What follows belongs to an exercise in optimizing a design on an open flow for small area, a short achievable clock period and few clock cycles per item; a production flow would make more cautious choices.
Only simulation tests tie the RTL to the original design; equivalence was not proved.
Power figures rest on the tool's default switching activity, not on a simulated workload.

==> design.v <==
module act_lut_pipe #(
  parameter int ADDR_W = 8,
  parameter int DATA_W = 16,
  parameter int FRAC_W = 12
) (
  input  logic              clk,
  input  logic              rst_n,
  input  logic              load_start_i,
  input  logic              load_valid_i,
  input  logic [DATA_W-1:0] load_data_i,
  output logic              load_done_o,
  input  logic              in_valid_i,
  output logic              in_ready_o,
  input  logic [ADDR_W-1:0] in_addr_i,
  output logic              out_valid_o,
  input  logic              out_ready_i,
  output logic [DATA_W-1:0] out_data_o
);
  localparam int TD    = 1 << ADDR_W;     
  localparam int SP_W  = 3;
  localparam int SP    = 1 << SP_W;       
  localparam int NINS  = TD / SP;         
  localparam int LO_W  = 6;               
  localparam int NLO   = 1 << LO_W;
  localparam int NHI   = TD / NLO;        
  localparam int NBUF  = 4;               
  localparam int NF    = NBUF - 1;
  if (FRAC_W >= DATA_W) begin : g_bad_frac
    $error("act_lut_pipe: FRAC_W must be smaller than DATA_W");
  end
  typedef enum logic [1:0] {S_EMPTY, S_LOAD, S_RUN, S_DRAIN} state_t;
  state_t             state_q;
  logic [ADDR_W-1:0]  wptr_q;
  logic               load_done_q;
  logic [ADDR_W-1:0]  rot_q;              
  logic [ADDR_W-1:0]  ins_q;              
  logic [2:0]         cnt_q;              
  logic               rdy_q;
  logic               wr_en, restart, accept, take;
  logic [2:0]         cnt_d;
  state_t             state_d;
  logic [DATA_W-1:0]  dl_q [SP];
  logic [SP-1:0]      dlv_q, dlv_d;
  logic               ins_now;
  logic [DATA_W-1:0]  ins_data;
  logic [ADDR_W-1:0]  ins_d;
  assign wr_en   = (state_q == S_LOAD) & load_valid_i & ~load_start_i;
  assign restart = ((state_q == S_EMPTY) | (state_q == S_LOAD)) & load_start_i
                 | (state_q == S_DRAIN) & (cnt_q == '0);
  assign accept  = in_valid_i & rdy_q;
  assign take    = out_valid_o & out_ready_i;
  assign cnt_d   = cnt_q + {2'b0, accept} - {2'b0, take};
  always_comb begin
    state_d = state_q;
    case (state_q)
      S_EMPTY: if (load_start_i) state_d = S_LOAD;
      S_LOAD:  if (wr_en && (&wptr_q)) state_d = S_RUN;
      S_RUN:   if (load_start_i) state_d = S_DRAIN;
      S_DRAIN: if (cnt_q == '0) state_d = S_LOAD;
      default: state_d = S_EMPTY;
    endcase
  end
  logic [SP-1:0]   old_q, old_d;
  logic [NINS-1:0] isel_q, isel_d;
  logic            ins_now_q, ins_now_d;
  logic [ADDR_W-1:0] insm_q, insm_d;      
  assign ins_now = ins_now_q;
  always_comb begin
    ins_data = '0;
    for (int m = 0; m < SP; m++)
      ins_data = ins_data | ({DATA_W{old_q[m]}} & dl_q[m]);
  end
  always_comb begin
    dlv_d = '0;
    if (!restart) begin
      dlv_d[0] = wr_en;
      for (int m = 1; m < SP; m++)
        dlv_d[m] = dlv_q[m-1] & ~(ins_now & old_q[m-1]);
    end
  end
  assign ins_d  = restart ? ADDR_W'(1) : (ins_now ? ins_q : insm_q);
  assign insm_d = restart ? ADDR_W'(0) : (ins_now ? insm_q : insm_q - 1'b1);
  always_comb begin
    old_d = '0;
    for (int m = SP - 1; m >= 0; m--)
      if (dlv_d[m] && old_d == '0) old_d[m] = 1'b1;
  end
  assign ins_now_d = (|dlv_d) & (ins_d[SP_W-1:0] == '0);
  always_comb
    for (int k = 0; k < NINS; k++)
      isel_d[k] = ins_now_d & (ins_d[ADDR_W-1:SP_W] == k);
  logic pend_d;
  assign pend_d = (|dlv_d[SP-1:1]) | (dlv_d[0] & ~ins_now_d);
  always_ff @(posedge clk or negedge rst_n) begin
    if (!rst_n) begin
      state_q     <= S_EMPTY;
      wptr_q      <= '0;
      load_done_q <= 1'b0;
      rot_q       <= '0;
      ins_q       <= '0;
      cnt_q       <= '0;
      rdy_q       <= 1'b0;
      dlv_q       <= '0;
      isel_q      <= '0;
      ins_now_q   <= 1'b0;
      insm_q      <= '0;
    end else begin
      state_q     <= state_d;
      load_done_q <= (state_q == S_LOAD) & wr_en & (&wptr_q);
      if (restart)    wptr_q <= '0;
      else if (wr_en) wptr_q <= wptr_q + 1'b1;
      rot_q       <= restart ? ADDR_W'(1) : rot_q - 1'b1;
      ins_q       <= ins_d;
      cnt_q       <= cnt_d;
      rdy_q       <= (state_d == S_RUN) & ~pend_d & (cnt_d < 3'(NBUF));
      dlv_q       <= dlv_d;
      isel_q      <= isel_d;
      ins_now_q   <= ins_now_d;
      insm_q      <= insm_d;
    end
  end
  always_ff @(posedge clk) begin
    old_q   <= old_d;
    dl_q[0] <= load_data_i;
    for (int m = 1; m < SP; m++) dl_q[m] <= dl_q[m-1];
  end
  logic [TD-1:0][DATA_W-1:0] ring_q;
  logic [TD-1:0][DATA_W-1:0] ring_d;
  always_comb begin
    ring_d = {ring_q[0], ring_q[TD-1:1]};
    for (int k = 0; k < NINS; k++)
      if (isel_q[k]) ring_d[k*SP] = ins_data;
  end
  always_ff @(posedge clk) ring_q <= ring_d;
  logic              v1_q, v2_q;
  logic [ADDR_W-1:0] pos;
  logic [NLO-1:0]    oh1_q [2];           
  logic [1:0]        hi1_q, hi2_q;
  logic [DATA_W-1:0] m2_q [NHI];
  logic [DATA_W-1:0] m2_d [NHI];
  logic [DATA_W-1:0] res;
  assign pos = in_addr_i + rot_q;
  always_ff @(posedge clk or negedge rst_n) begin
    if (!rst_n) begin
      v1_q <= 1'b0;
      v2_q <= 1'b0;
    end else begin
      v1_q <= accept;
      v2_q <= v1_q;
    end
  end
  always_ff @(posedge clk) begin
    for (int h = 0; h < 2; h++)
      for (int k = 0; k < NLO; k++)
        oh1_q[h][k] <= (pos[LO_W-1:0] == k) && (pos[ADDR_W-1] == h);
    hi1_q <= pos[ADDR_W-1:LO_W];
    hi2_q <= hi1_q;
    for (int j = 0; j < NHI; j++) m2_q[j] <= m2_d[j];
  end
  always_comb begin
    for (int j = 0; j < NHI; j++) begin
      m2_d[j] = '0;
      for (int k = 0; k < NLO; k++)
        m2_d[j] = m2_d[j] | ({DATA_W{oh1_q[j/2][k]}} & ring_q[j*NLO + k]);
    end
  end
  assign res = m2_q[hi2_q];
  logic              out_valid_q;
  logic [DATA_W-1:0] out_q;
  logic [DATA_W-1:0] fifo_q [NF];
  logic [1:0]        frd_q, fwr_q;
  logic [2:0]        fn_q;
  logic              out_free, pop, push;
  assign out_free = ~out_valid_q | out_ready_i;
  assign pop      = out_free & (fn_q != '0);
  assign push     = v2_q & ~(out_free & (fn_q == '0));
  always_ff @(posedge clk or negedge rst_n) begin
    if (!rst_n) begin
      out_valid_q <= 1'b0;
      frd_q       <= '0;
      fwr_q       <= '0;
      fn_q        <= '0;
    end else begin
      if (out_free) out_valid_q <= (fn_q != '0) | v2_q;
      if (pop)  frd_q <= (frd_q == 2'(NF - 1)) ? '0 : frd_q + 1'b1;
      if (push) fwr_q <= (fwr_q == 2'(NF - 1)) ? '0 : fwr_q + 1'b1;
      fn_q <= fn_q + {2'b0, push} - {2'b0, pop};
    end
  end
  always_ff @(posedge clk) begin
    if (out_free) out_q <= (fn_q != '0) ? fifo_q[frd_q] : res;
    if (push) fifo_q[fwr_q] <= res;
  end
  assign load_done_o = load_done_q;
  assign in_ready_o  = rdy_q;
  assign out_valid_o = out_valid_q;
  assign out_data_o  = out_q;
endmodule
==> run.sh <==
#!/bin/bash
# synth_recipe.tcl (not shown) runs the flow's synth.tcl, then flattens the netlist and writes it again
# the make line also repeats each setting of config.mk as NAME=value (left out here)
make -C /OpenROAD-flow-scripts/flow DESIGN_CONFIG=/design/flow/config.mk WORK_HOME=/design/flow/orfs CLKGATE_MAP_FILE= SYNTH_SCRIPT=/design/flow/synth_recipe.tcl finish
==> config.mk <==
export PLATFORM = sky130hd
export DESIGN_NAME = act_lut_pipe
export DESIGN_NICKNAME = act_lut_pipe
export VERILOG_FILES = /design/flow/design.v
export SDC_FILE = /design/flow/constraint.sdc
export NUM_CORES = 4
export LEC_CHECK = 0
export CAP_MARGIN = 20
export CORE_MARGIN = 2
export CORE_UTILIZATION = 45
export CTS_CLUSTER_DIAMETER = 80
export CTS_CLUSTER_SIZE = 20
export SETUP_SLACK_MARGIN = 2.6
export SLEW_MARGIN = 20
export SYNTH_MEMORY_MAX_BITS = 8192
==> constraint.sdc <==
create_clock -name core_clock -period 5.0 [get_ports {clk}]
set_input_delay 1.0000 -clock core_clock [delete_from_list [all_inputs] [get_ports {clk}]]
set_output_delay 1.0000 -clock core_clock [all_outputs]
set_load 0.01 [all_outputs]
==> impl_metrics.json, run 1 <==
{
  "die_x_um": 528,
  "seqCellArea_mm2": 0.0931,
  "rows": 192,
  "r2r_start": "oh1_q[0][38]$_DFF_P_",
  "max_freq_ghz": 0.398,
  "required_ns": 4.00,
  "grt_antenna_before_repair": 31,
  "internal-power_mw": 50.9,
  "io_buffer_count": 48,
  "postLayoutSetupSlackWorst_ns": 2.49,
  "synth-edff-count": 64,
  "layout-area-overhead-vs-synth_pct": 10.7,
  "fillCellCount": 23331,
  "synth_area_mm2": 0.124,
  "core_mm2": 0.273,
  "hold_viol": 0,
  "reg2reg_depth": 5,
  "yosysTopAreaCellShare": 0.717,
  "place_congestion": 0.911,
  "finalMaxSlewViolations": 0,
  "fin_nets": 9191,
  "tns_ns": 0,
  "cts_sinks": 4581,
  "fin_crit_ns": 2.51,
  "cts_inserted_buffers": 276,
  "synthDistinctLibCells": 58,
  "synth-async-reset-ratio": 0.0194,
  "final_antenna_net_count": 0,
  "dieArea_mm2": 0.279,
  "r2r_slack_ns": 2.53,
  "tightestPinTransition_ns": 1.29,
  "ys_seq_area_frac": 0.751,
  "clkPwrFrac": 0.332,
  "num_vias": 85721,
  "p_total_mw": 67.8,
  "netlist_instances": 9201,
  "vias_per_cell": 6.70,
  "p_per_area_mw_per_mm2": 496,
  "hpwlAfterDp_mm": 271,
  "initial_utilization": 0.452,
  "crit_arrival_ns": 1.51,
  "post-place-ws_ns": 1.02,
  "path_cells": "buf_2",
  "drtPass1Iterations": 7,
  "grt_max_degree": 45,
  "multi_input_area_mm2": 0.0290,
  "die_h_um": 528,
  "yosysWarnings": 5,
  "status": "finished clean",
  "cts_tree": "yes",
  "slew_headroom": 0.142,
  "drt_iter0_drc": 14691,
  "fin_crit_sh": 0.503,
  "startpoint": "out_q[8]$_DFFE_PN_",
  "utilization": 0.500,
  "cp_slowest_stage_delay_ns": 0.46,
  "gr-usage-all-layers": 0.340,
  "cts_hold_buf": 0,
  "synth_top_flop_cell": "dfxtp_1",
  "pwr-share-seq": 0.615,
  "routedWlPerCell_um": 38.5,
  "pin_count": 49,
  "drcViolationCount": 0,
  "avgSynthCellArea_um2": 13.4,
  "path_class": "register to output pin",
  "pwr-share-comb": 0.053,
  "grt_pass1_vias": 82244,
  "cp-end-kind": "output pin",
  "drv_cap": 0,
  "cts_root_buf": "clkbuf_16",
  "fin_skew_ns": 0.0453,
  "clk_pin_slew_ns": 0.08,
  "p_sw_mw": 16.9,
  "crit_path_top_delay_cell": "edfxtp_1",
  "worstReg2RegEnd": "m2_q[1][2]$_DFF_P_",
  "peakVddDrop_mv": 0.263,
  "yosys_register_bits": 4581,
  "synth.top_cells.by_area": "dfxtp_1, a22o_1, a221oi_1, nor2_1, a21oi_1",
  "synth_fp_nets": 9248,
  "clk_path_buf_depth": 4,
  "rsz0062_at_grt": "true",
  "critPathBufInv": 1,
  "clk_latency_ns": 0.91,
  "drive_gt1_frac": 0.0923,
  "overflow": 0,
  "critPathMaxFanout": 1,
  "synth_area_leader_cell": "dfxtp_1",
  "holdCritPathClass": "input port to asynchronous set/reset pin",
  "drt_wl_total_mm": 492,
  "path_delay_family": "flip-flops",
  "setup_viol": 0,
  "cp-start-kind": "register",
  "cts_max_level": 5,
  "grt_pass1_wl_mm": 663,
  "switching_share": 0.249,
  "leakage_nw": 51.5,
  "whs_ns": 0.0898
}
==> synth_stat cells, types with 4 or more instances <==
| cell | count |
|---|---|
| buf_1 | 36 |
| nor4_1 | 4 |
| nor3_1 | 13 |
| a21oi_1 | 537 |
| mux2_2 | 5 |
| a221oi_1 | 1024 |
| edfxtp_1 | 64 |
| dfrtp_1 | 89 |
| nand2_1 | 51 |
| a22oi_1 | 64 |
| ha_1 | 14 |
| clkbuf_1 | 552 |
| nand3_1 | 19 |
| nand2b_1 | 11 |
| and3_1 | 10 |
| nand4_1 | 265 |
| a21o_1 | 8 |
| a22o_1 | 1025 |
| or4_1 | 64 |
| buf_2 | 5 |
| nor2_1 | 732 |
| mux2i_1 | 23 |
| dfxtp_1 | 4428 |
| nor2b_1 | 5 |
| inv_1 | 19 |
| mux4_2 | 16 |
| o21a_1 | 4 |
| xor2_1 | 11 |
| o21ai_0 | 22 |
| xnor2_1 | 16 |
| o211ai_2 | 8 |
| and4_1 | 16 |
==> how the worst max path moves through the flow <==
stage                                 endpoint  slack [ns]  cells past startpoint
after global placement     oh1_q[0][3]$_DFF_P_        1.04                      8
after global routing             out_data_o[8]        2.41                      1
after floorplan           oh1_q[1][10]$_DFF_P_        2.11                      7
after CTS                        out_data_o[8]        2.41                      1
after detailed placement   oh1_q[1][9]$_DFF_P_        1.02                      8
final                            out_data_o[8]        2.49                      1
==> flip-flops by register name (all words and copies together) (netlist names), 16 cells and up <==
| signal | count |
|---|---|
| fifo_q | 48 |
| oh1_q | 128 |
| ring_q | 4096 |
| m2_q | 64 |
| isel_q | 32 |
| dl_q | 128 |
| out_q | 16 |
==> layout by cell type, fill, tap and decap left out, types with 10 or more instances in the layout <==
cell type,netlist,final
or4_4,0,14
dfrtp_1,89,55
xor2_1,11,11
a221oi_1,1024,1021
mux4_2,16,16
clkbuf_16,0,290
xnor2_1,16,14
buf_8,0,22
nand3_1,19,16
or4_1,64,50
buf_6,0,66
dfrtp_2,0,33
a21oi_1,537,535
nand2_1,51,43
mux2i_1,23,23
nand4_1,265,265
dfxtp_1,4428,4293
inv_1,19,14
a22o_1,1025,1025
o21ai_0,22,19
and4_2,0,10
buf_2,5,19
a22oi_1,64,64
buf_4,1,118
dfxtp_4,0,48
nor2_2,0,11
inv_6,0,10
nor2_1,732,721
dfxtp_2,0,87
clkdlybuf4s50_1,0,23
edfxtp_1,64,64
==> through the flow <==
| step | std cells | area (µm²) |
|---|---|---|
| 6_report | 12785 | 137000 |
| 5_1_grt | 12777 | 137000 |
| 4_1_cts | 12762 | 136000 |
| 3_5_place_dp | 12426 | 128000 |
| 3_3_place_gp | 12426 | 128000 |
| 2_1_floorplan | 9201 | 124000 |
==> area by class of cell <==
type | instances | area share
inverter | 19 | 0.000522
clock buffer | 299 | 0.0533
antenna | 9 | 0.000165
multi-input combinational | 4007 | 0.212
sequential | 4581 | 0.681
clock inverter | 22 | 0.00175
timing repair buffer | 259 | 0.0180
tap | 3589 | 0.0328
==> power groups by stage <==
stage / sequential, mW / clock [mW] / combinational (mW)
after floorplan: 41.2 / 0 / 1.85
after global placement: 42.3 / 0 / 3.23
after detailed placement: 42.4 / 0 / 3.26
after CTS: 41.6 / 22.5 / 3.34
after global routing: 41.9 / 23.7 / 3.66
final: 41.7 / 22.5 / 3.58
==> cells by family after synthesis <==
group | count (synthesis) | share of synthesized area
buffers and inverters | 613 | 0.0187
and+or+nand+nor | 1206 | 0.0462
xor gates and xnor gates | 27 | 0.00191
DFF | 4581 | 0.751
adders and majority gates | 17 | 0.00190
AOI/OAI and AO/OA | 2712 | 0.175
muxes | 45 | 0.00535
==> worst reg2reg max path, delay by kind of cell (launching register included) <==
family,cells,cell delay (ns)
AND/OR/NAND/NOR,2,0.83
AO/OA/AOI/OAI,2,0.74
flip-flops,1,0.31
buffers and inverters,1,0.41
==> metal layers <==
metal	up-vias	wire length, µm	GRT usage
li1	34120	-	-
met1	42829	187000	0.444
met2	7008	208000	0.504
met3	1754	62100	0.0940
met4	10	34100	0.196
met5	-	61	0
==> what timing repair did <==
item / in CTS / in global routing
pin swaps: 8 / 8
setup endpoints to repair: 265 / 214
gates cloned: 0 / 1
buffers inserted: 15 / 12
resized for setup: 243 / 101
Testbench counts, summed over its fixed seeds: cycles 18,464, items 16,384.
==> inputs of run 2 (changes only) <==
--- a/design.v
+++ b/design.v
@@ -26,3 +26,2 @@
   localparam int NBUF  = 4;               
-  localparam int NF    = NBUF - 1;
   if (FRAC_W >= DATA_W) begin : g_bad_frac
@@ -169,9 +168,7 @@
   logic [DATA_W-1:0] out_q;
-  logic [DATA_W-1:0] fifo_q [NF];
-  logic [1:0]        frd_q, fwr_q;
-  logic [2:0]        fn_q;
-  logic              out_free, pop, push;
-  assign out_free = ~out_valid_q | out_ready_i;
-  assign pop      = out_free & (fn_q != '0);
-  assign push     = v2_q & ~(out_free & (fn_q == '0));
+  logic [DATA_W-1:0] fifo_q [NBUF];
+  logic [1:0]        frd_q, fwr_q, frd_d;
+  logic [2:0]        fn_q, fn_left;
+  assign frd_d   = frd_q + {1'b0, take};
+  assign fn_left = fn_q - {2'b0, take};
   always_ff @(posedge clk or negedge rst_n) begin
@@ -183,6 +180,6 @@
     end else begin
-      if (out_free) out_valid_q <= (fn_q != '0) | v2_q;
-      if (pop)  frd_q <= (frd_q == 2'(NF - 1)) ? '0 : frd_q + 1'b1;
-      if (push) fwr_q <= (fwr_q == 2'(NF - 1)) ? '0 : fwr_q + 1'b1;
-      fn_q <= fn_q + {2'b0, push} - {2'b0, pop};
+      out_valid_q <= (fn_left != '0) | v2_q;
+      frd_q       <= frd_d;
+      fwr_q       <= fwr_q + {1'b0, v2_q};
+      fn_q        <= fn_left + {2'b0, v2_q};
     end
@@ -190,4 +187,4 @@
   always_ff @(posedge clk) begin
-    if (out_free) out_q <= (fn_q != '0) ? fifo_q[frd_q] : res;
-    if (push) fifo_q[fwr_q] <= res;
+    out_q <= (fn_left == '0) ? res : fifo_q[frd_d];
+    if (v2_q) fifo_q[fwr_q] <= res;
   end
--- a/config.mk
+++ b/config.mk
@@ -9,6 +9,6 @@
 export CORE_MARGIN = 2
-export CORE_UTILIZATION = 45
-export CTS_CLUSTER_DIAMETER = 80
-export CTS_CLUSTER_SIZE = 20
-export SETUP_SLACK_MARGIN = 2.6
+export CORE_UTILIZATION = 55
+export CTS_CLUSTER_DIAMETER = 90
+export CTS_CLUSTER_SIZE = 25
+export SETUP_SLACK_MARGIN = 2.7
 export SLEW_MARGIN = 20
==> run 2 against run 1 <==
  * Total power is 3.9% lower
  * Critical path type unchanged
  * Critical path depth unchanged
  * Combinational power grew 18%
  * Cell count shrank 4.9%
  * Clock power decreased by 16%
  * Synthesized area rose by 0.39%
  * Via count fell by 0.27%
  * Synthesized cell count is 0.23% lower
  * Critical endpoint is now in_ready_o
  * Register-to-register slack improved by 0.04 ns
  * Utilization grew 10 points
==> impl_metrics.json, run 2 <==
{
  "p_per_area_mw_per_mm2": 480,
  "vias_per_cell": 7.03,
  "avgSynthCellArea_um2": 13.5,
  "slew_headroom": 0.213,
  "crit_arrival_ns": 1.49,
  "max_freq_ghz": 0.402,
  "pin_count": 49,
  "r2r_start": "oh1_q[0][8]$_DFF_P_",
  "synth-async-reset-ratio": 0.0194,
  "dp.cells": 11826,
  "crit_path_top_delay_cell": "dfrtp_1",
  "yosysTopAreaCellShare": 0.717,
  "startpoint": "rdy_q$_DFF_PN0_",
  "p_sw_mw": 16.5,
  "seqCellArea_mm2": 0.0935,
  "muxShareOfSynthArea": 0.00759,
  "synth_top_family_by_area": "compound AO/OA/AOI/OAI gates",
  "mostFrequentLayoutCell": "dfxtp_1",
  "num_vias": 85493,
  "yosysWarnings": 5,
  "grt_pass1_wl_mm": 660,
  "rsz0062_at_grt": "true",
  "synth.top_cells.by_area": "dfxtp_1, a221oi_1, a22o_1, nor2_1, a21oi_1",
  "leakage_nw": 51.2,
  "netlist_instances": 9180,
  "setup_viol": 0,
  "path_delay_family": "flip-flops",
  "initial_utilization": 0.553,
  "regMostFlops": "ring_q",
  "drcViolationCount": 0,
  "internal-power_mw": 48.6,
  "path_class": "register to output pin",
  "layout-area-overhead-vs-synth_pct": 9.51,
  "final_antenna_net_count": 0,
  "synth-simple-area-share": 0.0451,
  "cp-start-kind": "register",
  "synth_commonest_cells": "dfxtp_1, a221oi_1, a22o_1",
  "status": "finished clean",
  "cts_root_buf": "clkbuf_16",
  "grt_pass1_vias": 82183,
  "reg.largest.list": "ring_q (4096), dl_q (128), oh1_q (128)",
  "io_buffer_count": 48,
  "clk_pin_slew_ns": 0.10,
  "cts_tree": "yes",
  "drt_wl_total_mm": 490,
  "critPathBufInv": 1,
  "clkPwrFrac": 0.289,
  "synth-adder-area-share": 0.00214,
  "grt_max_degree": 73,
  "yosysMostFrequentCell": "dfxtp_1",
  "routedWlPerCell_um": 40.3,
  "synth_top_flop_cell": "dfxtp_1",
  "tightestPinTransition_ns": 1.18,
  "required_ns": 4.00,
  "utilization": 0.605,
  "dieArea_mm2": 0.229,
  "fillCellCount": 17565,
  "layout.cells.non_filler": 12159,
  "largest_reg_flops": 4096,
  "cp-end-kind": "output pin",
  "synth_area_leader_cell": "dfxtp_1",
  "cts_inserted_buffers": 202,
  "cts_hold_buf": 0,
  "drtPass1Iterations": 8,
  "fin_skew_ns": 0.0345,
  "synthDistinctLibCells": 68,
  "synth_fp_nets": 9230,
  "ys_seq_area_frac": 0.751,
  "synth_xor_area_frac": 0.00198,
  "die_x_um": 479,
  "finalMaxSlewViolations": 0,
  "cp_slowest_stage_delay_ns": 0.44,
  "peakVddDrop_mv": 0.372,
  "synth_area_mm2": 0.124,
  "die_h_um": 479,
  "grt_antenna_before_repair": 32,
  "p_total_mw": 65.1,
  "multi_input_area_mm2": 0.0294,
  "postPlaceCellArea_mm2": 0.128,
  "gr-usage-all-layers": 0.413,
  "holdCritPathClass": "input port to asynchronous set/reset pin",
  "rows": 174,
  "fin_nets": 9170,
  "hpwlAfterDp_mm": 276,
  "path_cells": "buf_2",
  "cts_sinks": 4597,
  "pwr-share-comb": 0.065,
  "fin_crit_ns": 2.49,
  "critPathMaxFanout": 2,
  "pwr-share-seq": 0.646,
  "drv_cap": 0,
  "clk_latency_ns": 0.90,
  "finalInstanceArea_mm2": 0.136,
  "clk_path_buf_depth": 3,
  "place_congestion": 0.910,
  "synth-edff-count": 64,
  "mostFrequentLayoutCells": "dfxtp_1, a22o_1, a221oi_1, nor2_1, a21oi_1",
  "synth-compound-area-share": 0.174,
  "tns_ns": 0,
  "fin_crit_sh": 0.497,
  "hold_viol": 0,
  "overflow": 0,
  "drt_iter0_drc": 14072,
  "switching_share": 0.254,
  "yosys_register_bits": 4597,
  "drive_gt1_frac": 0.0966,
  "cts_max_level": 4,
  "core_mm2": 0.224
}
==> run 2: changes by cell type in the layout (fill, tap and decap cells not counted), sizes merged, moves of 5 or more <==
cell,delta
nand2,-18
clkbuf,-70
mux2i,-20
dfxtp,+16
mux2,+11
buf,+67
a21oi,-12
mux4,+16
nor2,-19
nor3,+7
diode,+5
o21ai,-17
==> run 2: repair_timing <==
action                                  in CTS  in global routing
pin swaps                                   21                 13
buffers inserted                            49                 33
gates resized for setup                    402                155
endpoints found under the setup margin     284                219
endpoints found under the hold margin        0                  0
==> run 2: final timing paths <==
check / end / slack, ns / depth (start not counted)
setup / recovery: in_ready_o / 2.51 / 1
hold / removal: wptr_q[7]$_DFFE_PN0P_ / 0.23 / 1
setup reg to reg: m2_q[0][10]$_DFF_P_ / 2.57 / 5
hold reg to reg: ring_q[792]$_DFF_P_ / 0.34 / 0
max in group asynchronous: fn_q[1]$_DFF_PN0_ / 3.75 / 2
min in group core_clock: ring_q[792]$_DFF_P_ / 0.34 / 0
==> run 2: per-layer routing <==
layer  vias to the layer above  global-route usage  part of all wire
met5                         -                   0           0.00067
met4                        12               0.234             0.069
met3                      1724               0.108              0.13
met2                      6982               0.619              0.43
met1                     42709               0.545              0.38
li1                      34066                   -                 -
==> run 2: cell families after synthesis <==
logic type	after synthesis
fa+ha+maj	20
flops	4597
compound gates	2693
mux	52
buf+inv	617
simple gates	1173
xor+xnor	28
==> run 2: metrics by stage <==
| step | hold WS (ns) | worst slack, ns |
|---|---|---|
| 2_1_floorplan | 0.310 | 2.17 |
| 3_3_place_gp | 0.332 | 1.35 |
| 3_5_place_dp | 0.336 | 1.33 |
| 4_1_cts | 0.244 | 2.48 |
| 5_1_grt | 0.299 | 2.49 |
| 6_report | 0.231 | 2.51 |
==> run 2: power groups by stage <==
stage | combinational [mW] | sequential (mW) | clock (mW)
4_1_cts | 3.92 | 41.9 | 18.8
3_5_place_dp | 3.62 | 42.8 | 0
2_1_floorplan | 2.16 | 41.5 | 0
3_3_place_gp | 3.59 | 42.7 | 0
5_1_grt | 4.31 | 42.2 | 20.0
6_report | 4.22 | 42.1 | 18.8
==> run 2: area by class of cell <==
| type | count | share of cell area |
|---|---|---|
| diodes | 14 | 0.000258 |
| flip-flops and latches | 4597 | 0.688 |
| well taps | 2992 | 0.0276 |
| clock inverters | 8 | 0.000765 |
| clock buffers | 229 | 0.0393 |
| inverters | 26 | 0.000719 |
| repair buffers | 327 | 0.0269 |
| multi-input cells | 3966 | 0.216 |
Testbench counts of run 2, summed over its fixed seeds: cycles 18,464, items 16,384.
==> inputs of run 3 (changes only) <==
--- a/config.mk
+++ b/config.mk
@@ -9,5 +9,6 @@
 export CORE_MARGIN = 2
-export CORE_UTILIZATION = 55
+export CORE_UTILIZATION = 45
 export CTS_CLUSTER_DIAMETER = 90
 export CTS_CLUSTER_SIZE = 25
+export PLACE_DENSITY = 0.75
 export SETUP_SLACK_MARGIN = 2.7
==> run 3 against run 2 <==
  * Maximum frequency is 0.69% lower
  * Combinational power rose by 7.6%
  * Setup slack got worse by 0.017 ns
  * First-iteration DRC count grew 24%
  * Cell count increased by 4.6%
  * Via count up 2.2%
  * Synthesized cell count unchanged
  * Clock skew up 0.035 ns
  * Highest routed layer unchanged
==> impl_metrics.json, run 3 <==
{
  "tns_ns": 0,
  "rsz0062_at_grt": "true",
  "path_class": "register to output pin",
  "cts_tree": "yes",
  "dr.max_layer_used": "met5",
  "pwr-share-seq": 0.641,
  "synth_fp_nets": 9230,
  "yosysWarnings": 5,
  "internal-power_mw": 48.8,
  "crit_arrival_ns": 1.50,
  "yosysTopAreaCellShare": 0.717,
  "crit_path_top_delay_cell": "dfrtp_1",
  "hpwlAfterDp_mm": 245,
  "yosysMostFrequentCell": "dfxtp_1",
  "vias_per_cell": 6.87,
  "r2r_slack_ns": 2.51,
  "tightestPinTransition_ns": 1.26,
  "num_vias": 87367,
  "cts_max_level": 4,
  "synth.top_cells.by_area": "dfxtp_1, a221oi_1, a22o_1, nor2_1, a21oi_1",
  "fin_crit_ns": 2.50,
  "path_cells": "buf_2",
  "core_mm2": 0.274,
  "p_per_area_mw_per_mm2": 481,
  "die_h_um": 529,
  "dieArea_mm2": 0.280,
  "critPathMaxFanout": 2,
  "netlist_instances": 9180,
  "largest_reg_flops": 4096,
  "cp-end-kind": "output pin",
  "grt_pass1_vias": 84170,
  "gr-usage-all-layers": 0.315,
  "die_x_um": 529,
  "initial_utilization": 0.453,
  "hold_viol": 0,
  "status": "finished clean",
  "fin_nets": 9133,
  "finalMaxSlewViolations": 0,
  "wl_met2_mm": 188,
  "synth-edff-count": 64,
  "clk_latency_ns": 0.94,
  "mostFrequentLayoutCells": "dfxtp_1, a22o_1, a221oi_1, nor2_1, a21oi_1",
  "slew_headroom": 0.160,
  "holdCritPathClass": "input port to asynchronous set/reset pin",
  "grt_pass1_wl_mm": 627,
  "pwr-share-comb": 0.069,
  "regMostFlops": "ring_q",
  "drv_cap": 0,
  "switching_share": 0.254,
  "rows": 192,
  "cts_inserted_buffers": 205,
  "wl_met3_mm": 75.1,
  "max_freq_ghz": 0.399,
  "grt_max_degree": 74,
  "drt-met1-wl_mm": 157,
  "clk_path_buf_depth": 3,
  "grt_antenna_before_repair": 23,
  "synth_commonest_cells": "dfxtp_1, a221oi_1, a22o_1",
  "io_buffer_count": 48,
  "p_sw_mw": 16.7,
  "fillCellCount": 22530,
  "drt_iter0_drc": 17431,
  "fin_skew_ns": 0.0700,
  "peakVddDrop_mv": 0.349,
  "synth-async-reset-ratio": 0.0194,
  "routedWlPerCell_um": 36.2,
  "setup_viol": 0,
  "drive_gt1_frac": 0.0939,
  "cts_root_buf": "clkbuf_16",
  "cp_slowest_stage_delay_ns": 0.42,
  "avgSynthCellArea_um2": 13.5,
  "drtPass1Iterations": 10,
  "synthDistinctLibCells": 68,
  "fin_crit_sh": 0.501,
  "clkPwrFrac": 0.290,
  "synth_area_leader_cell": "dfxtp_1",
  "drcViolationCount": 0,
  "mostFrequentLayoutCell": "dfxtp_1",
  "required_ns": 4.00,
  "layout-area-overhead-vs-synth_pct": 9.78,
  "whs_ns": 0.167,
  "ys_seq_area_frac": 0.751,
  "final_antenna_net_count": 0,
  "critPathBufInv": 1,
  "cp-start-kind": "register",
  "place_congestion": 0.938,
  "pin_count": 49,
  "drt_wl_total_mm": 461,
  "cts_sinks": 4597,
  "leakage_nw": 51.0,
  "synth_top_flop_cell": "dfxtp_1",
  "reg.largest.list": "ring_q (4096), dl_q (128), oh1_q (128)",
  "path_delay_family": "flip-flops",
  "synth_area_mm2": 0.124,
  "yosys_register_bits": 4597,
  "overflow": 0,
  "clk_pin_slew_ns": 0.10
}
-- run 3: changes by cell type in the layout (fill, tap and decap cells not counted), moves of 14 or more --
cell and delta:
buf_6 +34, dfxtp_2 +33, nor2_1 -29, dfxtp_4 -28, buf_4 -26, buf_8 -26
buf_12 -23, nor2_4 +20, or4_1 +14, or4_4 -14
-- run 3: power by group through the flow --
stage,Combinational (mW),Clock [mW],Sequential (mW)
global placement,3.54,0,42.4
CTS,4.01,18.8,41.7
global route,4.60,20.0,42.1
finish,4.54,19.0,42.0
floorplan,2.16,0,41.5
detailed placement,3.60,0,42.5
-- run 3: logic make-up after synthesis --
family                   synth area share
flip-flops                          0.751
AO/OA/AOI/OAI                       0.174
AND/OR/NAND/NOR                    0.0451
buffers and inverters              0.0187
multiplexers                      0.00759
XOR/XNOR                          0.00198
adder cells (fa/ha/maj)           0.00214
-- run 3: final timing paths --
check                                    start              endpoint  cells after the start
min                                      rst_n    dlv_q[4]$_DFF_PN0_                      1
max reg2reg                 rot_q[0]$_DFF_PN0_  oh1_q[0][47]$_DFF_P_                      9
max                            rdy_q$_DFF_PN0_            in_ready_o                      1
max in group asynchronous                rst_n    fwr_q[0]$_DFF_PN0_                      2
min reg2reg                ring_q[876]$_DFF_P_   ring_q[860]$_DFF_P_                      0
min in group core_clock    ring_q[876]$_DFF_P_   ring_q[860]$_DFF_P_                      0
-- run 3: final cells by class --
type / count / area (µm²) / share of cell area
sequential: 4597 / 93400 / 0.686
multi-input combinational: 3969 / 29500 / 0.217
clock buffer: 222 / 5260 / 0.0386
tap: 3589 / 4490 / 0.0330
timing repair buffer: 284 / 2970 / 0.0218
clock inverter: 22 / 394 / 0.00289
inverter: 26 / 97.6 / 0.000717
antenna: 12 / 30.0 / 0.000221
-- run 3: repair_timing --
action	CTS	global route
pin swaps	28	41
gates resized for setup	260	213
buffers inserted	33	33
setup endpoints to repair	333	260
hold buffers	0	0
gates cloned	2	2
endpoints found under the hold margin	0	0
-- run 3: metal layers --
metal	vias to the layer above	track usage
met5	-	0.000693
met2	8611	0.452
li1	33968	-
met3	2492	0.126
met4	24	0.220
met1	42272	0.383
-- run 3: through the flow --
step | utilization | worst slack, ns | power, mW | std cells | instance area [µm²]
3_5_place_dp | 0.469 | 1.24 | 46.1 | 12394 | 128000
6_report | 0.497 | 2.50 | 65.5 | 12721 | 136000
3_3_place_gp | 0.469 | 1.31 | 46.0 | 12394 | 128000
5_1_grt | 0.497 | 2.41 | 66.7 | 12711 | 136000
2_1_floorplan | - | 2.17 | 43.7 | 9180 | 124000
4_1_cts | 0.493 | 2.46 | 64.5 | 12673 | 135000
==> inputs of run 4 (changes only) <==
--- a/config.mk
+++ b/config.mk
@@ -12,3 +12,2 @@
 export CTS_CLUSTER_SIZE = 25
-export PLACE_DENSITY = 0.75
 export SETUP_SLACK_MARGIN = 2.7
==> run 4 against run 3 <==
  * Non-clock buffer count increased by 40
  * Via count decreased by 2.0%
  * Synthesized cell count unchanged
==> impl_metrics.json, run 4 <==
{
  "hpwlAfterDp_mm": 264,
  "peakVddDrop_mv": 0.309,
  "rsz0062_at_grt": "true",
  "die_x_um": 529,
  "reg2reg_depth": 10,
  "startpoint": "rdy_q$_DFF_PN0_",
  "yosys_register_bits": 4597,
  "grt_antenna_before_repair": 22,
  "leakage_nw": 51.3,
  "drtPass1Iterations": 12,
  "p_per_area_mw_per_mm2": 481,
  "fin_nets": 9179,
  "drcViolationCount": 0,
  "clkPwrFrac": 0.292,
  "dieArea_mm2": 0.280,
  "fin_crit_sh": 0.497,
  "cts_root_buf": "clkbuf_16",
  "fin_skew_ns": 0.0725,
  "cts_max_level": 4,
  "routedWlPerCell_um": 38.7,
  "cp_slowest_stage_delay_ns": 0.39,
  "mostFrequentLayoutCells": "dfxtp_1, a22o_1, a221oi_1, nor2_1, a21oi_1",
  "clk_latency_ns": 0.96,
  "synth_fp_nets": 9230,
  "r2r_slack_ns": 2.54,
  "required_ns": 4.00,
  "switching_share": 0.255,
  "pwr-share-seq": 0.639,
  "drt_iter0_drc": 13997,
  "tns_ns": 0,
  "critPathBufInv": 1,
  "largest_reg_flops": 4096,
  "r2r_start": "rot_q[0]$_DFF_PN0_",
  "reg.largest.list": "ring_q (4096), dl_q (128), oh1_q (128)",
  "synth_area_leader_cell": "dfxtp_1",
  "worstSetupEndpoint": "in_ready_o",
  "slew_headroom": 0.228,
  "synth-adder-area-share": 0.00214,
  "cts_tree": "yes",
  "finalInstanceArea_mm2": 0.137,
  "overflow": 0,
  "synth_xor_area_frac": 0.00198,
  "regMostFlops": "ring_q",
  "post-place-ws_ns": 1.03,
  "synth-compound-area-share": 0.174,
  "die_h_um": 529,
  "yosysTopAreaCellShare": 0.717,
  "synth.top_cells.by_area": "dfxtp_1, a221oi_1, a22o_1, nor2_1, a21oi_1",
  "muxShareOfSynthArea": 0.00759,
  "crit_path_top_delay_cell": "dfrtp_1",
  "yosysMostFrequentCell": "dfxtp_1",
  "drt_wl_total_mm": 494,
  "pin_count": 49,
  "cts_sinks": 4597,
  "vias_per_cell": 6.70,
  "fin_crit_ns": 2.48,
  "pwr-share-comb": 0.069,
  "grt_pass1_vias": 82905,
  "postLayoutSetupSlackWorst_ns": 2.52,
  "grt_pass1_wl_mm": 666,
  "finalMaxSlewViolations": 0,
  "grt_max_degree": 52,
  "netlist_instances": 9180,
  "synth-edff-count": 64,
  "hold_viol": 0,
  "rows": 192,
  "postPlaceCellArea_mm2": 0.129,
  "fillCellCount": 23311,
  "final_antenna_net_count": 0,
  "place_congestion": 0.903,
  "setup_viol": 0,
  "initial_utilization": 0.453,
  "core_mm2": 0.274,
  "synth_top_family_by_area": "compound AO/OA/AOI/OAI gates",
  "cp-start-kind": "register",
  "p_sw_mw": 16.8,
  "ys_seq_area_frac": 0.751,
  "io_buffer_count": 48,
  "holdCritPathClass": "input port to asynchronous set/reset pin",
  "synth_top_flop_cell": "dfxtp_1",
  "avgSynthCellArea_um2": 13.5,
  "synth-simple-area-share": 0.0451,
  "num_vias": 85589,
  "yosysWarnings": 5,
  "gr-usage-all-layers": 0.341,
  "path_cells": "buf_2",
  "status": "finished clean",
  "path_class": "register to output pin",
  "synthDistinctLibCells": 68,
  "tightestPinTransition_ns": 1.16,
  "synth_commonest_cells": "dfxtp_1, a221oi_1, a22o_1",
  "path_delay_family": "flip-flops",
  "clk_pin_slew_ns": 0.10,
  "layout-area-overhead-vs-synth_pct": 10.2,
  "max_freq_ghz": 0.403,
  "synth_area_mm2": 0.124,
  "drive_gt1_frac": 0.0998,
  "cts_inserted_buffers": 213,
  "synth-async-reset-ratio": 0.0194,
  "internal-power_mw": 48.9,
  "clk_path_buf_depth": 4,
  "worstReg2RegEnd": "oh1_q[0][25]$_DFF_P_",
  "mostFrequentLayoutCell": "dfxtp_1",
  "drv_cap": 0,
  "crit_arrival_ns": 1.48,
  "cp-end-kind": "output pin",
  "cp_num_cells": 1,
  "critPathMaxFanout": 2
}
[run 4: layout make-up]
class / instances / area, µm² / area share
clock buffer: 224 / 5390 / 0.0395
sequential: 4597 / 93400 / 0.684
inverter: 26 / 97.6 / 0.000714
timing repair buffer: 324 / 3460 / 0.0253
tap: 3589 / 4490 / 0.0329
antenna: 27 / 67.6 / 0.000494
multi-input combinational: 3967 / 29500 / 0.216
clock inverter: 16 / 228 / 0.00167
[run 4: worst min path at each step]
stage | from | end | slack (ns) | cells after the start
final | rst_n | out_valid_q$_DFF_PN0_ | 0.03 | 1
after global routing | rst_n | out_valid_q$_DFF_PN0_ | 0.05 | 1
after CTS | rst_n | out_valid_q$_DFF_PN0_ | 0.02 | 1
after detailed placement | hi1_q[1]$_DFF_P_ | hi2_q[1]$_DFF_P_ | 0.32 | 0
after global placement | hi1_q[1]$_DFF_P_ | hi2_q[1]$_DFF_P_ | 0.32 | 0
after floorplan | hi1_q[0]$_DFF_P_ | hi2_q[0]$_DFF_P_ | 0.31 | 0
[run 4: repair_timing]
item                                    in CTS  in global routing
setup buffers                               32                 55
endpoints found under the setup margin     279                199
gates resized for setup                    365                180
pin swaps                                   19                 29
cloned                                       0                  1
hold endpoints to repair                     0                  0
hold buffers                                 0                  0
[run 4: logic make-up (layout without fill, tap and decap cells)]
logic type	after synthesis	after routing
simple gates	1173	1174
xor+xnor	28	28
fa+ha+maj	20	20
other cells	0	27
mux	52	52
buf+inv	617	590
compound gates	2693	2693
flops	4597	4597
[run 4: routing by layer]
layer | global-route usage | up-vias | share of wire
li1 | - | 34072 | -
met1 | 0.443 | 42819 | 0.38
met2 | 0.508 | 6951 | 0.42
met3 | 0.0971 | 1734 | 0.13
met4 | 0.190 | 13 | 0.068
met5 | 0.00190 | - | 0.00028
[run 4: power groups by stage]
stage | sequential (mW) | combinational [mW] | clock, mW
2_1_floorplan | 41.5 | 2.16 | 0
3_3_place_gp | 42.6 | 3.68 | 0
3_5_place_dp | 42.6 | 3.73 | 0
4_1_cts | 41.8 | 4.06 | 19.2
5_1_grt | 42.1 | 4.61 | 20.5
6_report | 42.0 | 4.52 | 19.2
[run 4: per-stage QoR]
stage | cells | hold WS [ns] | util | total power, mW
after floorplan | 9180 | 0.310 | - | 43.7
after global placement | 12414 | 0.316 | 0.470 | 46.3
after detailed placement | 12415 | 0.316 | 0.470 | 46.3
after CTS | 12687 | 0.0239 | 0.495 | 65.1
after global routing | 12760 | 0.0533 | 0.499 | 67.2
final | 12770 | 0.0315 | 0.499 | 65.7
==> inputs of run 5 (changes only) <==
--- a/design.v
+++ b/design.v
@@ -22,5 +22,6 @@
   localparam int NINS  = TD / SP;         
-  localparam int LO_W  = 6;               
+  localparam int LO_W  = 5;               
   localparam int NLO   = 1 << LO_W;
   localparam int NHI   = TD / NLO;        
+  localparam int NOH   = 4;               
   localparam int NBUF  = 4;               
@@ -135,4 +136,4 @@
   logic [ADDR_W-1:0] pos;
-  logic [NLO-1:0]    oh1_q [2];           
-  logic [1:0]        hi1_q, hi2_q;
+  logic [NLO-1:0]    oh1_q [NOH];         
+  logic [2:0]        hi1_q, hi2_q;
   logic [DATA_W-1:0] m2_q [NHI];
@@ -151,5 +152,5 @@
   always_ff @(posedge clk) begin
-    for (int h = 0; h < 2; h++)
+    for (int h = 0; h < NOH; h++)
       for (int k = 0; k < NLO; k++)
-        oh1_q[h][k] <= (pos[LO_W-1:0] == k) && (pos[ADDR_W-1] == h);
+        oh1_q[h][k] <= (pos[LO_W-1:0] == k) && (pos[ADDR_W-1:ADDR_W-2] == h);
     hi1_q <= pos[ADDR_W-1:LO_W];
@@ -162,3 +163,3 @@
       for (int k = 0; k < NLO; k++)
-        m2_d[j] = m2_d[j] | ({DATA_W{oh1_q[j/2][k]}} & ring_q[j*NLO + k]);
+        m2_d[j] = m2_d[j] | ({DATA_W{oh1_q[j/(NHI/NOH)][k]}} & ring_q[j*NLO + k]);
     end
==> run 5 against run 4 <==
  * First-iteration DRC count fell by 9.6%
  * Sequential cell count increased by 66
  * Global-route usage down 3.8 points
  * Cell count grew 5.0%
  * Clock power about the same
  * Utilization shrank 0.50 points
  * Critical endpoint is now oh1_q[1][9]$_DFF_P_
  * Critical path type is now register to register
==> impl_metrics.json, run 5 <==
{
  "finalInstanceArea_mm2": 0.138,
  "cts_tree": "yes",
  "avgSynthCellArea_um2": 12.9,
  "synth_top_flop_cell": "dfxtp_1",
  "cp-end-kind": "register",
  "critPathMaxFanout": 8,
  "fin_skew_ns": 0.0286,
  "post-place-ws_ns": 1.03,
  "wl_met2_mm": 196,
  "p_per_area_mw_per_mm2": 467,
  "setup_viol": 0,
  "num_vias": 85205,
  "place_congestion": 0.914,
  "cp-start-kind": "register",
  "grt_antenna_before_repair": 38,
  "synth_xor_area_frac": 0.00214,
  "finalMaxSlewViolations": 0,
  "grt_pass1_vias": 82711,
  "required_ns": 5.81,
  "crit_path_top_delay_cell": "dfrtp_2",
  "dr.max_layer_used": "met5",
  "postLayoutSetupSlackWorst_ns": 2.41,
  "final_antenna_net_count": 0,
  "grt_max_degree": 59,
  "drtPass1Iterations": 6,
  "drcViolationCount": 0,
  "whs_ns": 0.238,
  "clk_path_buf_depth": 3,
  "routedWlPerCell_um": 33.7,
  "peakVddDrop_mv": 0.349,
  "wl_met3_mm": 47.1,
  "yosysTopAreaCellShare": 0.716,
  "fin_nets": 9677,
  "mostFrequentLayoutCell": "dfxtp_1",
  "clk_pin_slew_ns": 0.10,
  "dieArea_mm2": 0.285,
  "layout-area-overhead-vs-synth_pct": 9.33,
  "cts_inserted_buffers": 205,
  "holdCritPathClass": "input port to asynchronous set/reset pin",
  "gr-usage-all-layers": 0.303,
  "synth_area_mm2": 0.126,
  "overflow": 0,
  "synth_area_leader_cell": "dfxtp_1",
  "pin_count": 49,
  "synth_commonest_cells": "dfxtp_1, a22oi_1, a21oi_1",
  "synth-async-reset-ratio": 0.0191,
  "initial_utilization": 0.452,
  "regMostFlops": "ring_q",
  "hpwlAfterDp_mm": 257,
  "clk_latency_ns": 0.88,
  "core_mm2": 0.279,
  "path_class": "register to register",
  "largest_reg_flops": 4096,
  "die_h_um": 533,
  "slew_headroom": 0.284,
  "max_freq_ghz": 0.386,
  "p_total_mw": 64.4,
  "netlist_instances": 9774,
  "synth-compound-area-share": 0.160,
  "die_x_um": 533,
  "grt_pass1_wl_mm": 623,
  "muxShareOfSynthArea": 0.00662,
  "status": "finished clean",
  "yosysMostFrequentCell": "dfxtp_1",
  "drive_gt1_frac": 0.0937,
  "rows": 194,
  "synth_top_family_by_area": "compound AO/OA/AOI/OAI gates",
  "drt-met1-wl_mm": 185,
  "path_cells": "ha_4, fa_2, a21oi_4, o22ai_4, buf_6, nor4b_4, buf_4, mux2i_4, buf_12, buf_16, a21oi_1",
  "tns_ns": 0,
  "startpoint": "rot_q[0]$_DFF_PN0_",
  "rsz0062_at_grt": "true",
  "tightestPinTransition_ns": 1.07,
  "fin_crit_sh": 0.518,
  "synth-simple-area-share": 0.0600,
  "drt_wl_total_mm": 452,
  "fin_crit_ns": 2.59,
  "synth.top_cells.by_area": "dfxtp_1, a22oi_1, nand4_1, a21oi_1, nor2_1",
  "hold_viol": 0,
  "r2r_start": "rot_q[0]$_DFF_PN0_",
  "synth-edff-count": 64,
  "vias_per_cell": 6.35,
  "leakage_nw": 50.5,
  "io_buffer_count": 48,
  "drv_cap": 0,
  "synth_fp_nets": 9824,
  "crit_arrival_ns": 3.40,
  "postPlaceCellArea_mm2": 0.130,
  "yosysWarnings": 5,
  "cp_slowest_stage_delay_ns": 0.50,
  "cts_root_buf": "clkbuf_16",
  "ys_seq_area_frac": 0.749,
  "synthDistinctLibCells": 73,
  "cts_sinks": 4663,
  "cts_max_level": 4,
  "yosys_register_bits": 4663,
  "mostFrequentLayoutCells": "dfxtp_1, a22oi_1, nor2_1, a21oi_1, nand4_1",
  "synth-adder-area-share": 0.00210,
  "drt_iter0_drc": 12656
}
[run 5: cell types whose count changed after synthesis, moves of 36 or more]
cell and change:
dfxtp_1 +66, clkbuf_1 +36, a22oi_1 +2050, nand4_1 +254, a221oi_1 -1006, nor2_1 -118
a22o_1 -1014, a21oi_1 +114, or4_1 +63
[run 5: cells by family after synthesis]
logic type | Yosys count
flops | 4663
compound gates | 2884
simple gates | 1445
buf+inv | 676
mux | 56
xor+xnor | 30
fa+ha+maj | 20
[run 5: path summary, 6_finish.rpt]
path | to | slack, ns | cells past startpoint
worst max-delay path | oh1_q[1][9]$_DFF_P_ | 2.41 | 11
max in group asynchronous | insm_q[0]$_DFFE_PN0P_ | 3.77 | 2
worst min-delay path | isel_q[27]$_DFF_PN0_ | 0.24 | 1
worst min register to register | hi2_q[1]$_DFF_P_ | 0.33 | 0
worst max register to register | oh1_q[1][9]$_DFF_P_ | 2.41 | 11
min in group core_clock | hi2_q[1]$_DFF_P_ | 0.33 | 0
[run 5: cell type report]
class | instances | area [µm²]
fill | 24143 | 141000
tap | 3724 | 4660
clock buffer | 233 | 5310
inverter | 42 | 158
clock inverter | 14 | 199
timing repair buffer | 272 | 2570
multi-input combinational | 4443 | 30200
antenna | 19 | 47.5
sequential | 4663 | 94700
[run 5: worst max-delay path: cells and delay by family, from the launching register on]
family,cells,cell delay (ns)
AOI/OAI and AO/OA,3,0.42
muxes,1,0.10
buffers and inverters,4,0.63
adders and majority gates,2,0.57
DFF,1,0.50
and+or+nand+nor,1,0.29
[run 5: metal layers]
metal	vias to the layer above	track usage
met2	5643	0.460
met4	18	0.138
li1	35523	-
met3	995	0.0527
met1	43026	0.422
met5	-	0
[run 5: report_power, final]
part | leakage, nW | switching, mW | internal [mW]
combinational | 9.47 | 2.41 | 1.42
clock | 2.70 | 11.4 | 7.60
sequential | 38.3 | 1.99 | 39.6
[run 5: timing repair]
action,4_1_cts,5_1_grt
setup buffers,37,9
cloned,15,2
gates resized for setup,361,51
pin swaps,106,11
setup endpoints to repair,547,245
hold buffers,0,0
[run 5: metrics by stage]
| step | instances | util |
|---|---|---|
| 3_5_place_dp | 13081 | 0.467 |
| 2_1_floorplan | 9774 | - |
| 3_3_place_gp | 13081 | 0.467 |
| 5_1_grt | 13405 | 0.494 |
| 4_1_cts | 13380 | 0.493 |
| 6_report | 13410 | 0.494 |
Testbench counts of run 5, summed over its fixed seeds: cycles 18,464, items 16,384.
==> inputs of run 6 (changes only) <==
--- a/design.v
+++ b/design.v
@@ -22,7 +22,6 @@
   localparam int NINS  = TD / SP;         
-  localparam int LO_W  = 5;               
+  localparam int LO_W  = 6;               
   localparam int NLO   = 1 << LO_W;
   localparam int NHI   = TD / NLO;        
-  localparam int NOH   = 4;               
-  localparam int NBUF  = 4;               
+  localparam int NBUF  = 5;               
   if (FRAC_W >= DATA_W) begin : g_bad_frac
@@ -134,10 +133,9 @@
   always_ff @(posedge clk) ring_q <= ring_d;
-  logic              v1_q, v2_q;
-  logic [ADDR_W-1:0] pos;
-  logic [NLO-1:0]    oh1_q [NOH];         
-  logic [2:0]        hi1_q, hi2_q;
-  logic [DATA_W-1:0] m2_q [NHI];
+  logic              v1_q, v2_q, v3_q;
+  logic [ADDR_W-1:0] pos1_q;
+  logic [NLO-1:0]    oh2_q [2];           
+  logic [1:0]        hi2_q, hi3_q;
+  logic [DATA_W-1:0] m3_q [NHI];
   logic [DATA_W-1:0] m2_d [NHI];
   logic [DATA_W-1:0] res;
-  assign pos = in_addr_i + rot_q;
   always_ff @(posedge clk or negedge rst_n) begin
@@ -146,2 +144,3 @@
       v2_q <= 1'b0;
+      v3_q <= 1'b0;
     end else begin
@@ -149,2 +148,3 @@
       v2_q <= v1_q;
+      v3_q <= v2_q;
     end
@@ -152,8 +152,9 @@
   always_ff @(posedge clk) begin
-    for (int h = 0; h < NOH; h++)
+    pos1_q <= in_addr_i + rot_q - 1'b1;
+    for (int h = 0; h < 2; h++)
       for (int k = 0; k < NLO; k++)
-        oh1_q[h][k] <= (pos[LO_W-1:0] == k) && (pos[ADDR_W-1:ADDR_W-2] == h);
-    hi1_q <= pos[ADDR_W-1:LO_W];
-    hi2_q <= hi1_q;
-    for (int j = 0; j < NHI; j++) m2_q[j] <= m2_d[j];
+        oh2_q[h][k] <= (pos1_q[LO_W-1:0] == k) && (pos1_q[ADDR_W-1] == h);
+    hi2_q <= pos1_q[ADDR_W-1:LO_W];
+    hi3_q <= hi2_q;
+    for (int j = 0; j < NHI; j++) m3_q[j] <= m2_d[j];
   end
@@ -163,6 +164,6 @@
       for (int k = 0; k < NLO; k++)
-        m2_d[j] = m2_d[j] | ({DATA_W{oh1_q[j/(NHI/NOH)][k]}} & ring_q[j*NLO + k]);
+        m2_d[j] = m2_d[j] | ({DATA_W{oh2_q[j/2][k]}} & ring_q[j*NLO + k]);
     end
   end
-  assign res = m2_q[hi2_q];
+  assign res = m3_q[hi3_q];
   logic              out_valid_q;
@@ -170,5 +171,5 @@
   logic [DATA_W-1:0] fifo_q [NBUF];
-  logic [1:0]        frd_q, fwr_q, frd_d;
+  logic [2:0]        frd_q, fwr_q, frd_d;
   logic [2:0]        fn_q, fn_left;
-  assign frd_d   = frd_q + {1'b0, take};
+  assign frd_d   = (take && frd_q == 3'(NBUF - 1)) ? '0 : frd_q + {2'b0, take};
   assign fn_left = fn_q - {2'b0, take};
@@ -181,6 +182,6 @@
     end else begin
-      out_valid_q <= (fn_left != '0) | v2_q;
+      out_valid_q <= (fn_left != '0) | v3_q;
       frd_q       <= frd_d;
-      fwr_q       <= fwr_q + {1'b0, v2_q};
-      fn_q        <= fn_left + {2'b0, v2_q};
+      if (v3_q) fwr_q <= (fwr_q == 3'(NBUF - 1)) ? '0 : fwr_q + 1'b1;
+      fn_q        <= fn_left + {2'b0, v3_q};
     end
@@ -189,3 +190,3 @@
     out_q <= (fn_left == '0) ? res : fifo_q[frd_d];
-    if (v2_q) fifo_q[fwr_q] <= res;
+    if (v3_q) fifo_q[fwr_q] <= res;
   end
==> run 6 against run 5 <==
  * Largest cell class unchanged
  * Synthesized area down 0.52%
  * Still clean on timing, DRC and antenna
  * Sequential cell count down 39
  * Critical path type is now register to output pin
  * Combinational power up 31%
  * Sequential power about the same
  * Setup slack better by 0.053 ns
  * Wire length up 9.5%
  * Highest routed layer unchanged
  * Clock-buffer cell count down 3
  * Utilization up 0.28 points
==> impl_metrics.json, run 6 <==
{
  "status": "finished clean",
  "yosysTopAreaCellShare": 0.710,
  "tightestPinTransition_ns": 1.11,
  "dp.cells": 12731,
  "avgSynthCellArea_um2": 13.3,
  "num_vias": 86593,
  "overflow": 0,
  "grt_pass1_wl_mm": 667,
  "wl_met2_mm": 209,
  "p_total_mw": 66.1,
  "crit_arrival_ns": 1.54,
  "hpwlAfterDp_mm": 272,
  "path_cells": "buf_6",
  "yosysMostFrequentCell": "dfxtp_1",
  "finalInstanceArea_mm2": 0.138,
  "post-place-ws_ns": 0.840,
  "pwr-share-comb": 0.076,
  "synth-async-reset-ratio": 0.0199,
  "die_h_um": 532,
  "netlist_instances": 9400,
  "fin_nets": 9363,
  "crit_path_top_delay_cell": "dfrtp_2",
  "synth.top_cells.by_area": "dfxtp_1, a22o_1, a221oi_1, a21oi_1, nor2_1",
  "dieArea_mm2": 0.283,
  "reg.largest.list": "ring_q (4096), dl_q (128), oh2_q (128)",
  "cts_root_buf": "clkbuf_16",
  "ys_seq_area_frac": 0.748,
  "peakVddDrop_mv": 0.321,
  "mostFrequentLayoutCells": "dfxtp_1, a22o_1, a221oi_1, nor2_1, a21oi_1",
  "wl_met3_mm": 62.3,
  "initial_utilization": 0.453,
  "clk_path_buf_depth": 4,
  "synth_area_mm2": 0.125,
  "setup_viol": 0,
  "drt-met1-wl_mm": 188,
  "drive_gt1_frac": 0.0867,
  "tns_ns": 0,
  "finalMaxSlewViolations": 0,
  "critPathMaxFanout": 2,
  "regMostFlops": "ring_q",
  "core_mm2": 0.277,
  "cp-end-kind": "output pin",
  "cts_tree": "yes",
  "io_buffer_count": 48,
  "cts_inserted_buffers": 215,
  "fillCellCount": 23727,
  "drt_iter0_drc": 15220,
  "slew_headroom": 0.260,
  "layout-area-overhead-vs-synth_pct": 9.65,
  "critPathBufInv": 1,
  "synth_top_flop_cell": "dfxtp_1",
  "fin_skew_ns": 0.0808,
  "dr.max_layer_used": "met5",
  "fin_crit_ns": 2.54,
  "pin_count": 49,
  "max_freq_ghz": 0.394,
  "clk_latency_ns": 0.95,
  "synth_area_leader_cell": "dfxtp_1",
  "hold_viol": 0,
  "fin_crit_sh": 0.508,
  "switching_share": 0.257,
  "clkPwrFrac": 0.294,
  "gr-usage-all-layers": 0.334,
  "vias_per_cell": 6.63,
  "reg2reg_depth": 11,
  "cp_num_cells": 1,
  "drtPass1Iterations": 9,
  "cp-start-kind": "register",
  "grt_antenna_before_repair": 29,
  "grt_max_degree": 50,
  "postLayoutSetupSlackWorst_ns": 2.46,
  "leakage_nw": 51.8,
  "rows": 193,
  "grt_pass1_vias": 82935,
  "drt_wl_total_mm": 494,
  "required_ns": 4.00,
  "synthDistinctLibCells": 59,
  "largest_reg_flops": 4096,
  "path_class": "register to output pin",
  "cts_max_level": 4,
  "layout.cells.non_filler": 13051,
  "synth-edff-count": 80,
  "holdCritPathClass": "input port to asynchronous set/reset pin",
  "clk_pin_slew_ns": 0.10,
  "rsz0062_at_grt": "true",
  "p_per_area_mw_per_mm2": 480,
  "final_antenna_net_count": 0,
  "internal-power_mw": 49.1,
  "drv_cap": 0,
  "multi_input_area_mm2": 0.0295,
  "yosys_register_bits": 4624,
  "cts_sinks": 4624,
  "postPlaceCellArea_mm2": 0.130,
  "place_congestion": 0.894,
  "synth_fp_nets": 9458,
  "cp_slowest_stage_delay_ns": 0.46,
  "die_x_um": 532,
  "path_delay_family": "flip-flops",
  "pwr-share-seq": 0.630,
  "yosysWarnings": 5,
  "drcViolationCount": 0,
  "routedWlPerCell_um": 37.9,
  "p_sw_mw": 17.0,
  "synth_commonest_cells": "dfxtp_1, a22o_1, a221oi_1",
  "mostFrequentLayoutCell": "dfxtp_1",
  "seqCellArea_mm2": 0.0942
}
[run 6: final cells by class]
cell class,count,area share
Timing Repair Buffer,294,0.0237
Multi-Input combinational cell,4116,0.214
Sequential cell,4624,0.685
Antenna cell,12,0.000218
Tap cell,3705,0.0337
Clock inverter,16,0.00133
Clock buffer,230,0.0400
Inverter,54,0.00177
[run 6: power by group through the flow]
stage | sequential [mW] | combinational [mW] | clock (mW)
final | 41.6 | 5.00 | 19.4
after global routing | 41.8 | 5.15 | 20.6
after CTS | 41.5 | 4.30 | 19.3
after detailed placement | 42.3 | 4.02 | 0
after global placement | 42.3 | 4.00 | 0
after floorplan | 41.2 | 2.45 | 0
[run 6: worst paths after layout]
kind,startpoint,endpoint,slack (ns)
min reg2reg,ring_q[183]$_DFF_P_,ring_q[167]$_DFF_P_,0.31
max reg2reg,out_valid_q$_DFF_PN0_,rdy_q$_DFF_PN0_,2.52
min,rst_n,out_valid_q$_DFF_PN0_,0.12
max in group asynchronous,rst_n,wptr_q[5]$_DFFE_PN0P_,3.64
max,out_valid_q$_DFF_PN0_,out_valid_o,2.46
min in group core_clock,ring_q[183]$_DFF_P_,ring_q[167]$_DFF_P_,0.31
[run 6: per-layer routing]
layer	vias up	track usage
met5	-	0
met4	8	0.189
met3	1784	0.0928
met2	6875	0.500
met1	43190	0.434
li1	34736	-
[run 6: metrics by stage]
stage          hold slack, ns  utilization
2_1_floorplan           0.310            -
5_1_grt                 0.140        0.497
3_3_place_gp            0.316        0.469
4_1_cts                0.0767        0.493
3_5_place_dp            0.314        0.469
6_report                0.115        0.497
[run 6: kinds of logic after synthesis]
kind of cell | after synthesis | share of synthesized area
adder cells (fa/ha/maj) | 28 | 0.00291
AND/OR/NAND/NOR | 1276 | 0.0486
multiplexers | 46 | 0.00542
buffers and inverters | 662 | 0.0204
AO/OA/AOI/OAI | 2735 | 0.173
flip-flops | 4624 | 0.748
XOR/XNOR | 29 | 0.00202
[run 6: timing repair]
action | CTS | global route
setup endpoints to repair | 154 | 186
buffers inserted | 12 | 45
gates resized for setup | 335 | 153
hold endpoints to repair | 0 | 0
gates cloned | 0 | 5
pin swaps | 3 | 29
hold buffers | 0 | 0
Testbench counts of run 6, summed over its fixed seeds: cycles 18,472, items 16,384.
==> inputs of run 7 (changes only) <==
--- a/design.v
+++ b/design.v
@@ -135,3 +135,3 @@
   logic [ADDR_W-1:0] pos1_q;
-  logic [NLO-1:0]    oh2_q [2];           
+  logic [NLO-1:0]    oh2_q;               
   logic [1:0]        hi2_q, hi3_q;
@@ -153,5 +153,3 @@
     pos1_q <= in_addr_i + rot_q - 1'b1;
-    for (int h = 0; h < 2; h++)
-      for (int k = 0; k < NLO; k++)
-        oh2_q[h][k] <= (pos1_q[LO_W-1:0] == k) && (pos1_q[ADDR_W-1] == h);
+    for (int k = 0; k < NLO; k++) oh2_q[k] <= (pos1_q[LO_W-1:0] == k);
     hi2_q <= pos1_q[ADDR_W-1:LO_W];
@@ -164,3 +162,3 @@
       for (int k = 0; k < NLO; k++)
-        m2_d[j] = m2_d[j] | ({DATA_W{oh2_q[j/2][k]}} & ring_q[j*NLO + k]);
+        m2_d[j] = m2_d[j] | ({DATA_W{oh2_q[k]}} & ring_q[j*NLO + k]);
     end
--- a/config.mk
+++ b/config.mk
@@ -12,3 +12,3 @@
 export CTS_CLUSTER_SIZE = 25
-export SETUP_SLACK_MARGIN = 2.7
+export SETUP_SLACK_MARGIN = 3.0
 export SLEW_MARGIN = 20
==> run 7 against run 6 <==
  * Still clean
  * Non-clock buffer count increased by 638
  * Die area down 1.1%
  * Total power up 4.3%
  * Synthesized area fell by 1.1%
  * Clock skew decreased by 0.018 ns
  * Cell area up 10%
  * Clock-buffer cell count down 9
  * Critical path type unchanged
==> impl_metrics.json, run 7 <==
{
  "status": "finished clean",
  "cp_slowest_stage_delay_ns": 0.39,
  "clkPwrFrac": 0.275,
  "drt_wl_total_mm": 622,
  "grt_max_degree": 53,
  "clk_path_buf_depth": 3,
  "synth.top_cells.by_area": "dfxtp_1, a22o_1, a221oi_1, a21oi_1, nor2_1",
  "drive_gt1_frac": 0.200,
  "grt_antenna_before_repair": 85,
  "p_sw_mw": 19.6,
  "clk_pin_slew_ns": 0.10,
  "cts_hold_buf": 0,
  "drv_cap": 0,
  "ys_seq_area_frac": 0.746,
  "crit_arrival_ns": 1.44,
  "synth_fp_nets": 9328,
  "regMostFlops": "ring_q",
  "p_per_area_mw_per_mm2": 455,
  "cts_max_level": 4,
  "mostFrequentLayoutCells": "dfxtp_1, a22o_1, nor2_1, a21oi_1, a221oi_2",
  "startpoint": "out_valid_q$_DFF_PN0_",
  "required_ns": 4.00,
  "routedWlPerCell_um": 46.1,
  "utilization": 0.553,
  "cp_num_cells": 1,
  "vias_per_cell": 7.35,
  "yosys_register_bits": 4560,
  "overflow": 0,
  "synth_area_leader_cell": "dfxtp_1",
  "drt_iter0_drc": 20619,
  "switching_share": 0.284,
  "path_class": "register to output pin",
  "hold_viol": 0,
  "netlist_instances": 9270,
  "cts_sinks": 4560,
  "wl_met2_mm": 234,
  "clk_latency_ns": 0.96,
  "internal-power_mw": 49.3,
  "grt_pass1_vias": 88243,
  "dieArea_mm2": 0.280,
  "die_x_um": 529,
  "synthDistinctLibCells": 67,
  "slew_headroom": 0.192,
  "synth_top_flop_cell": "dfxtp_1",
  "tightestPinTransition_ns": 1.21,
  "crit_path_top_delay_cell": "dfrtp_1",
  "wl_met3_mm": 111,
  "yosysMostFrequentCell": "dfxtp_1",
  "pwr-share-comb": 0.130,
  "cts_tree": "yes",
  "yosysWarnings": 4,
  "cts_inserted_buffers": 201,
  "cts_root_buf": "clkbuf_16",
  "rows": 192,
  "setup_viol": 0,
  "worstReg2RegEnd": "m3_q[2][14]$_DFF_P_",
  "fin_nets": 9801,
  "critPathMaxFanout": 2,
  "initial_utilization": 0.453,
  "tns_ns": 0,
  "num_vias": 99153,
  "reg.largest.list": "ring_q (4096), dl_q (128), fifo_q (80)",
  "rsz0062_at_grt": "true",
  "avgSynthCellArea_um2": 13.4,
  "finalMaxSlewViolations": 0,
  "synth_commonest_cells": "dfxtp_1, a22o_1, a221oi_1",
  "place_congestion": 0.909,
  "core_mm2": 0.274,
  "synth-edff-count": 80,
  "cp-start-kind": "register",
  "leakage_nw": 57.9
}
==> run 7: repair_timing <==
item	in CTS	in global routing
endpoints found under the setup margin	358	344
pin swaps	140	174
gates resized for setup	945	340
gates cloned	124	10
buffers inserted	480	113
==> run 7: how the worst min path moves through the flow <==
stage / to / startpoint / slack (ns)
floorplan: hi2_q[0]$_DFF_P_ / pos1_q[6]$_DFF_P_ / 0.31
global placement: hi3_q[1]$_DFF_P_ / hi2_q[1]$_DFF_P_ / 0.32
detailed placement: hi3_q[1]$_DFF_P_ / hi2_q[1]$_DFF_P_ / 0.31
CTS: frd_q[0]$_DFF_PN0_ / rst_n / 0.07
global route: frd_q[0]$_DFF_PN0_ / rst_n / 0.1
finish: frd_q[0]$_DFF_PN0_ / rst_n / 0.06
==> run 7: area by class of cell <==
cell class	count	area, µm²	share of cell area
clock buffer	221	5130	0.0339
sequential	4560	92900	0.614
clock inverter	20	249	0.00165
multi-input combinational	3997	32900	0.218
inverter	51	209	0.00138
timing repair buffer	932	15100	0.100
antenna	125	313	0.00207
tap	3589	4490	0.0297
==> run 7: cell families (layout without fill, tap and decap cells) <==
kind of cell / count (synthesis) / count (layout) / share of synthesized area
fa+ha+maj: 28 / 28 / 0.00294
flops: 4560 / 4560 / 0.746
other cells: 0 / 125 / 0
simple gates: 1199 / 1200 / 0.0474
buf+inv: 714 / 1224 / 0.0239
xor+xnor: 28 / 28 / 0.00198
mux: 27 / 27 / 0.00391
compound gates: 2714 / 2714 / 0.174
==> run 7: power groups by stage <==
stage | Combinational (mW) | Clock (mW) | Sequential [mW]
4_1_cts | 7.58 | 18.5 | 40.7
3_3_place_gp | 4.16 | 0 | 42.1
2_1_floorplan | 2.62 | 0 | 40.6
5_1_grt | 8.62 | 19.9 | 41.1
3_5_place_dp | 4.22 | 0 | 42.1
6_report | 8.94 | 18.9 | 41.0
==> run 7: stage by stage <==
stage	power [mW]	area [µm²]	setup WS (ns)	cells	hold WS [ns]
finish	68.9	151000	2.56	13495	0.0596
global route	69.6	151000	2.52	13382	0.0961
CTS	66.8	148000	2.53	13247	0.0659
detailed placement	46.3	129000	1.49	12402	0.315
global placement	46.3	129000	1.61	12401	0.317
floorplan	43.2	124000	2.47	9270	0.310
==> run 7: metal layers <==
| layer | vias up | global-route usage |
|---|---|---|
| li1 | 35643 | - |
| met1 | 48399 | 0.506 |
| met2 | 11449 | 0.546 |
| met3 | 3612 | 0.228 |
| met4 | 50 | 0.358 |
| met5 | - | 0.0125 |
Testbench counts of run 7, summed over its fixed seeds: cycles 18,472, items 16,384.

Check on run 7: ideal ports give 2.561 ns setup slack; a clkbuf_16 on the clock port and buf_2 on the inputs give 2.467 ns; moving port delays by the midpoint clock arrival (1.020 ns) as well gives 1.964 ns.
